Source: an optimization exercise on an open RTL-to-GDS flow (aim: small area). Production flows keep margins and buffers that such runs may drop. Only the layout flow was run in this run; the RTL was not checked for function there. Power figures rest on the tool's default switching activity, not on a simulated workload.

==> design/flow/design.v <==
package sccb_pkg;
    typedef enum logic [3:0] {
        S_IDLE     = 4'd0,
        S_ID       = 4'd1,
        S_ID_ACK   = 4'd2,
        S_SUB      = 4'd3,
        S_SUB_ACK  = 4'd4,
        S_DATA     = 4'd5,
        S_DATA_ACK = 4'd6,
        S_RD       = 4'd7,
        S_RD_NA    = 4'd8,
        S_IGNORE   = 4'd9
    } state_t;
    localparam logic [6:0] DEV_ID_DEFAULT = 7'h21;
    localparam int         ACK_BIT        = 8;
    localparam int         CNT_W          = 4;
    localparam logic [CNT_W-1:0] CNT_ACK = CNT_W'(ACK_BIT);
    localparam logic [CNT_W-1:0] CNT_END = CNT_W'(ACK_BIT + 1);
endpackage
module sccb_sync_edge (
    input  logic clk,
    input  logic reset,
    input  logic din,
    output logic sync,
    output logic rise,
    output logic fall
);
    logic meta_r;
    logic sync_r;
    logic prev_r;
    always_ff @(posedge clk) begin
        if (reset) begin
            meta_r <= 1'b1;
            sync_r <= 1'b1;
            prev_r <= 1'b1;
        end else begin
            meta_r <= din;
            sync_r <= meta_r;
            prev_r <= sync_r;
        end
    end
    assign sync = sync_r;
    assign rise = sync_r & ~prev_r;
    assign fall = ~sync_r & prev_r;
endmodule
module sccb_responder #(
    parameter logic [6:0] DEV_ID = sccb_pkg::DEV_ID_DEFAULT
) (
    input  logic       sccb_clk,
    input  logic       sccb_reset,
    input  logic       sio_c_in,
    input  logic       sio_d_in,
    output logic       sio_d_oe,
    output logic       sio_d_out,
    output logic       wr_strobe,
    output logic [7:0] wr_addr,
    output logic [7:0] wr_data,
    output logic       busy
);
    logic scl_s, scl_rise_s, scl_fall_s;
    logic sda_s, sda_rise_s, sda_fall_s;
    logic start_s, stop_s;
    sccb_sync_edge u_sync_c (
        .clk   (sccb_clk),
        .reset (sccb_reset),
        .din   (sio_c_in),
        .sync  (scl_s),
        .rise  (scl_rise_s),
        .fall  (scl_fall_s)
    );
    sccb_sync_edge u_sync_d (
        .clk   (sccb_clk),
        .reset (sccb_reset),
        .din   (sio_d_in),
        .sync  (sda_s),
        .rise  (sda_rise_s),
        .fall  (sda_fall_s)
    );
    assign start_s = sda_fall_s & scl_s;
    assign stop_s  = sda_rise_s & scl_s;
    sccb_pkg::state_t state_r, state_s;
    logic [sccb_pkg::CNT_W-1:0] cnt_r, cnt_s;
    logic [7:0]       sh_r, sh_s;
    logic [7:0]       sub_r, sub_s;
    logic             rw_r, rw_s;
    logic [6:0]       tx_r, tx_s;
    logic             oe_r, oe_s;
    logic             out_r, out_s;
    logic             busy_r, busy_s;
    logic             we_s;
    logic [7:0]       wdata_s;
    logic             wr_strobe_r;
    logic [7:0]       wr_addr_r, wr_data_r;
    logic [7:0]       rd_q_r;
    logic [7:0]       mem [256];
    assign wdata_s = {sh_r[6:0], sda_s};
    always_comb begin
        state_s = state_r;
        cnt_s   = cnt_r;
        sh_s    = sh_r;
        sub_s   = sub_r;
        rw_s    = rw_r;
        tx_s    = tx_r;
        oe_s    = oe_r;
        out_s   = out_r;
        busy_s  = busy_r;
        we_s    = 1'b0;
        if (stop_s) begin
            state_s = sccb_pkg::S_IDLE;
            cnt_s   = '0;
            oe_s    = 1'b0;
            out_s   = 1'b1;
            busy_s  = 1'b0;
        end else if (start_s) begin
            state_s = sccb_pkg::S_ID;
            cnt_s   = '0;
            oe_s    = 1'b0;
            out_s   = 1'b1;
        end else begin
            case (state_r)
                sccb_pkg::S_ID, sccb_pkg::S_SUB, sccb_pkg::S_DATA: begin
                    if (scl_rise_s && (cnt_r < sccb_pkg::CNT_ACK)) begin
                        sh_s  = wdata_s;
                        cnt_s = cnt_r + sccb_pkg::CNT_W'(1);
                        if ((state_r == sccb_pkg::S_SUB) && (cnt_r == sccb_pkg::CNT_ACK - sccb_pkg::CNT_W'(1))) begin
                            sub_s = wdata_s;
                        end else begin
                            sub_s = sub_r;
                        end
                        we_s = (state_r == sccb_pkg::S_DATA) && (cnt_r == sccb_pkg::CNT_ACK - sccb_pkg::CNT_W'(1));
                    end else if (scl_fall_s && (cnt_r == sccb_pkg::CNT_ACK)) begin
                        oe_s  = 1'b1;
                        out_s = 1'b0;
                        if (state_r == sccb_pkg::S_SUB) begin
                            state_s = sccb_pkg::S_SUB_ACK;
                        end else if (state_r == sccb_pkg::S_DATA) begin
                            state_s = sccb_pkg::S_DATA_ACK;
                        end else if (sh_r[7:1] == DEV_ID) begin
                            state_s = sccb_pkg::S_ID_ACK;
                            rw_s    = sh_r[0];
                            busy_s  = 1'b1;
                        end else begin
                            state_s = sccb_pkg::S_IGNORE;
                            oe_s    = 1'b0;
                            out_s   = 1'b1;
                            busy_s  = 1'b0;
                        end
                    end else begin
                        cnt_s = cnt_r;
                    end
                end
                sccb_pkg::S_ID_ACK, sccb_pkg::S_SUB_ACK, sccb_pkg::S_DATA_ACK, sccb_pkg::S_RD_NA: begin
                    if (scl_rise_s && (cnt_r == sccb_pkg::CNT_ACK)) begin
                        cnt_s = sccb_pkg::CNT_END;
                    end else if (scl_fall_s && (cnt_r == sccb_pkg::CNT_END)) begin
                        cnt_s = '0;
                        oe_s  = 1'b0;
                        out_s = 1'b1;
                        case (state_r)
                            sccb_pkg::S_ID_ACK: begin
                                if (rw_r) begin
                                    state_s = sccb_pkg::S_RD;
                                    oe_s    = 1'b1;
                                    out_s   = rd_q_r[7];
                                    tx_s    = rd_q_r[6:0];
                                end else begin
                                    state_s = sccb_pkg::S_SUB;
                                end
                            end
                            sccb_pkg::S_SUB_ACK: state_s = sccb_pkg::S_DATA;
                            default:   state_s = sccb_pkg::S_IGNORE;
                        endcase
                    end else begin
                        cnt_s = cnt_r;
                    end
                end
                sccb_pkg::S_RD: begin
                    if (scl_rise_s && (cnt_r < sccb_pkg::CNT_ACK)) begin
                        cnt_s = cnt_r + sccb_pkg::CNT_W'(1);
                    end else if (scl_fall_s && (cnt_r == sccb_pkg::CNT_ACK)) begin
                        state_s = sccb_pkg::S_RD_NA;
                        oe_s    = 1'b0;
                        out_s   = 1'b1;
                    end else if (scl_fall_s && (cnt_r != '0)) begin
                        out_s = tx_r[6];
                        tx_s  = {tx_r[5:0], 1'b0};
                    end else begin
                        cnt_s = cnt_r;
                    end
                end
                sccb_pkg::S_IDLE, sccb_pkg::S_IGNORE: begin
                    oe_s = 1'b0;
                end
                default: begin
                    state_s = sccb_pkg::S_IDLE;
                    oe_s    = 1'b0;
                    out_s   = 1'b1;
                end
            endcase
        end
    end
    always_ff @(posedge sccb_clk) begin
        if (sccb_reset) begin
            state_r     <= sccb_pkg::S_IDLE;
            cnt_r       <= '0;
            sh_r        <= 8'h00;
            sub_r       <= 8'h00;
            rw_r        <= 1'b0;
            tx_r        <= 7'h00;
            oe_r        <= 1'b0;
            out_r       <= 1'b1;
            busy_r      <= 1'b0;
            wr_strobe_r <= 1'b0;
            wr_addr_r   <= 8'h00;
            wr_data_r   <= 8'h00;
        end else begin
            state_r     <= state_s;
            cnt_r       <= cnt_s;
            sh_r        <= sh_s;
            sub_r       <= sub_s;
            rw_r        <= rw_s;
            tx_r        <= tx_s;
            oe_r        <= oe_s;
            out_r       <= out_s;
            busy_r      <= busy_s;
            wr_strobe_r <= we_s;
            if (we_s) begin
                wr_addr_r <= sub_r;
                wr_data_r <= wdata_s;
            end else begin
                wr_addr_r <= wr_addr_r;
                wr_data_r <= wr_data_r;
            end
        end
    end
    always_ff @(posedge sccb_clk) begin
        if (we_s && !sccb_reset) begin
            mem[sub_r] <= wdata_s;
        end
        rd_q_r <= mem[sub_r];
    end
    assign sio_d_oe  = oe_r;
    assign sio_d_out = out_r;
    assign wr_strobe = wr_strobe_r;
    assign wr_addr   = wr_addr_r;
    assign wr_data   = wr_data_r;
    assign busy      = busy_r;
endmodule
==> design/flow/run.sh <==
#!/bin/bash
# synth_recipe.tcl (not shown) runs the flow's synth.tcl, then flattens the netlist and writes it again
# the make line also repeats each setting of config.mk as NAME=value (left out here)
make -C /OpenROAD-flow-scripts/flow DESIGN_CONFIG=/design/flow/config.mk WORK_HOME=/design/flow/orfs CLKGATE_MAP_FILE= SYNTH_SCRIPT=/design/flow/synth_recipe.tcl finish
==> design/flow/config.mk <==
export PLATFORM = sky130hd
export DESIGN_NAME = sccb_responder
export DESIGN_NICKNAME = sccb_responder
export VERILOG_FILES = /design/flow/design.v
export SDC_FILE = /design/flow/constraint.sdc
export NUM_CORES = 4
export LEC_CHECK = 0
export CAP_MARGIN = 20
export CORE_MARGIN = 2
export CORE_UTILIZATION = 40
export SLEW_MARGIN = 20
==> design/flow/constraint.sdc <==
create_clock -name core_clock -period 10.0 [get_ports {sccb_clk}]
set_input_delay 2.0000 -clock core_clock [delete_from_list [all_inputs] [get_ports {sccb_clk}]]
set_output_delay 2.0000 -clock core_clock [all_outputs]
set_load 0.01 [all_outputs]
==> run summary <==
-- state kept, by name, indices dropped and copies added, names as in the netlist, 4 cells and up --
signal,cells
state_r,4
sub_r,8
wr_addr_r,8
cnt_r,4
tx_r,7
sh_r,8
mem,2048
rd_q_r,8
wr_data_r,8
-- kinds of logic after synthesis --
group | Yosys count | share of synthesized area (%)
DFF | 2114 | 77.5
adders and majority gates | 3 | 0.0463
and+or+nand+nor | 445 | 2.41
buffers and inverters | 249 | 1.42
muxes | 562 | 14.9
AOI/OAI and AO/OA | 450 | 3.75
xor gates and xnor gates | 1 | 0.0108
-- per-stage QoR --
stage | instance area [um2] | worst slack, ns
floorplan | 81100 | 4.33
global placement | 84200 | 4.67
detailed placement | 84300 | 4.62
CTS | 91100 | 5.17
global route | 91100 | 4.82
finish | 91100 | 5.06
-- power by group through the flow --
stage | logic [mW] | clock network [mW] | registers (mW)
finish | 0.0274 | 7.80 | 9.57
global route | 0.0303 | 8.24 | 9.57
CTS | 0.0279 | 7.90 | 9.57
global placement | 0.0273 | 0 | 9.76
floorplan | 0.00964 | 0 | 9.77
detailed placement | 0.0279 | 0 | 9.76
-- cell usage after synthesis, types with 2 or more instances --
cell / n / area [um2]
o21bai_1: 3 / 22.5
inv_1: 5 / 18.8
clkbuf_1: 143 / 537
mux2i_1: 44 / 440
mux2_2: 6 / 67.6
nor2b_1: 8 / 50.1
nand2_1: 35 / 131
a21oi_1: 136 / 681
and2_1: 3 / 18.8
nor4b_1: 2 / 17.5
dfxtp_1: 66 / 1320
edfxtp_1: 2048 / 61500
a22oi_1: 257 / 1930
nor3b_1: 2 / 15.0
mux4_2: 512 / 11500
and3_1: 4 / 25.0
nor3_1: 4 / 20.0
buf_1: 24 / 90.1
ha_1: 3 / 37.5
nor2_1: 315 / 1180
buf_2: 51 / 255
buf_4: 11 / 82.6
o221ai_1: 2 / 17.5
nand3b_1: 11 / 82.6
nand3_1: 9 / 45.0
nand4_2: 2 / 25.0
buf_6: 15 / 169
o21ba_2: 2 / 20.0
nand4_1: 3 / 18.8
a221oi_1: 3 / 26.3
o21ai_0: 9 / 45.0
o21a_1: 2 / 15.0
nor4_1: 17 / 106
nand2b_1: 12 / 75.1
o31ai_1: 2 / 15.0
or2_2: 9 / 56.3
a21o_1: 2 / 15.0
o41ai_1: 16 / 140
o22ai_1: 9 / 56.3
-- per-layer routing --
metal  vias up  track usage [%]  part of all wire, %
li1      16200                -                    -
met1     20900             27.7                   42
met2      1690             30.2                   48
met3       292             3.20                  7.8
met4         8             5.68                  2.7
met5         -                0                0.029
-- area by class of cell --
cell class                 count  area, um2  area share, %
inverter                       5       18.8         0.0206
timing repair buffer          98        910          0.998
antenna                        2       5.00        0.00549
sequential                  2114      62900           69.0
clock inverter               144       1530           1.68
tap                         2672       3340           3.67
multi-input combinational   1461      17200           18.9
clock buffer                 232       5220           5.73
-- final timing paths --
check                          to  cells after the start
setup / recovery      mem[251][5]                      7
hold reg to reg   u_sync_c.sync_r                      1
hold / removal    u_sync_c.sync_r                      1
setup reg to reg      mem[251][5]                      7
-- critical path: cells and delay by family, from the launching register on --
kind                   cells  cell delay, ns
buffers and inverters      1            0.34
flip-flops                 1            0.68
AND/OR/NAND/NOR            6            3.53
==> impl_metrics.py <==
metrics = {
    "outcome": {
        "status": "complete, no violations",
    },
    "pwr": {
        "switchingPower_mw": 3.35,
        "p_per_area_nw_per_um2": 191,
        "p_int_mw": 14.0,
        "pwr-share-seq_pct": 55.0,
        "peakVddDrop_v": 0.000189,
        "p_clk_share_pct": 44.8,
        "swShare_pct": 19.3,
        "combPwrFrac_pct": 0.2,
        "p_total_mw": 17.4,
        "leakagePower_nw": 27.3,
    },
    "final_layout": {
        "drive_gt1_share_pct": 23.4,
        "fin_nets": 3889,
        "areaGrowthSynthToFinish_pct": 12.4,
        "layout_commonest_cell": "edfxtp_1",
        "utilization_pct": 45.2,
        "stdcell_count": 6728,
        "fillers": 16600,
        "final_cell_mix": "2048 x edfxtp_1, 512 x mux4_2, 314 x nor2_1",
    },
    "run": {
        "drv_cap": 0,
    },
    "logic_synthesis": {
        "synth_cell_type_count": 56,
        "synth-seq-cells": 2114,
        "yosysSeqAreaShare_pct": 77.5,
        "synthCells": 3824,
        "syn_area_per_cell_um2": 21.2,
        "netlist_area_um2": 81100,
        "synth_edf_count": 2048,
        "async_flop_share_pct": 0,
        "yosys_most_used_dff": "edfxtp_1",
        "synth_fp_nets": 3831,
        "ys_warn_count": 2,
    },
    "timing": {
        "tightest_slew_ns": 1.25,
        "rsz0062_at_grt": "false",
        "slew_viol_final": 0,
        "maxSlewHeadroom_pct": 16.4,
        "fmax_mhz": 202,
        "finalCritPeriodShare_pct": 49.4,
        "period_needed_ns": 4.94,
        "setup_viol": 0,
        "hold-worst-slack_ns": 0.410,
        "hold_viol": 0,
        "fin_setup_tns_ns": 0,
        "clock_skew_ns": 0.0300,
    },
    "clock_network": {
        "post-cts-setup-buffer-count": 0,
        "cts_tree": "done",
        "clockRootBuffer": "clkbuf_16",
        "cts_resized": 0,
        "ctsHoldBuffers": 0,
        "clkTransAtPathRegs_ns": 0.06,
        "clock_latency_ns": 0.84,
        "clockBufferDepth": 3,
        "cts.htree.levels": 4,
        "cts_buffers": 202,
        "clock-sinks": 2114,
    },
    "critical_path": {
        "path_class": "register to register",
        "worstSetupStartpointType": "register",
        "end_kind": "register",
        "crit_arrival_ns": 5.42,
        "startpoint": "state_r[0]",
        "path_cells": "nand2b_1 > nor3_2 > and4_1 > buf_4 > and4b_1 > nand3_1 > nor2_1",
        "crit_required_ns": 10.48,
        "r2r_start": "state_r[0]",
        "worst_path_max_delay_cell": "nor2_1",
        "cp_max_fo": 22,
        "rrSetupSlack_ns": 5.06,
        "slowest_delay_ns": 0.87,
    },
    "drt": {
        "viasPerCell": 5.80,
        "dr_total_vias": 39100,
        "drc": 0,
        "dr.first_iter.drc_count": 5035,
        "drt-pass1-iter-count": 5,
        "totalWireLength_mm": 199,
        "wl_per_cell_um": 29.5,
        "ant_nets": 0,
    },
    "floorplan": {
        "ios": 24,
        "rows": 165,
        "floorplan.die_area_um2": 206000,
        "die_h_um": 454,
        "initial_core_util_pct": 40.2,
        "core-area_um2": 202000,
        "die_w_um": 454,
    },
    "global_routing": {
        "overflow": 0,
        "antenna_found_initial": 12,
        "grt_pass1_vias": 39000,
        "grt_start_max_net_pins": 191,
        "track_usage_pct": 19.2,
        "grt_pass1_wl_mm": 286,
    },
    "hold_path": {
        "hold_path.class": "register to register",
        "hold_start": "u_sync_c.meta_r",
    },
    "placement": {
        "dp.cells": 6349,
        "gp_congestion": 0.792,
        "port_buffers": 23,
        "dpl.hpwl_mm": 112,
    },
}

afterwards: timing with drivers on the ports:
The flow's constraints put no driver on any port. The routed layout listed below was extracted and timed again, unchanged, in two steps. Step 1, drivers: a clkbuf_16 drives sccb_clk and a buf_2 each remaining input, both assumed. Step 2 moves the port delays by t, midway between the first and last clock arrival at a register: inputs arrive t later, outputs are due t later. That takes back most of the time a late clock gives input paths. Three values: no drivers, after step 1, after step 2; two values: the first two.
shift t [ns]: 0.911
setup WS [ns]: 5.062 / 5.062 / 4.494
worst setup path after step 2: input to register
worst slew at a driven data input, ns: 0.04
After both steps this run still meets setup and hold. For this run, drivers alone change the setup slack by 0.000 ns; drivers and shift together by -0.568 ns.
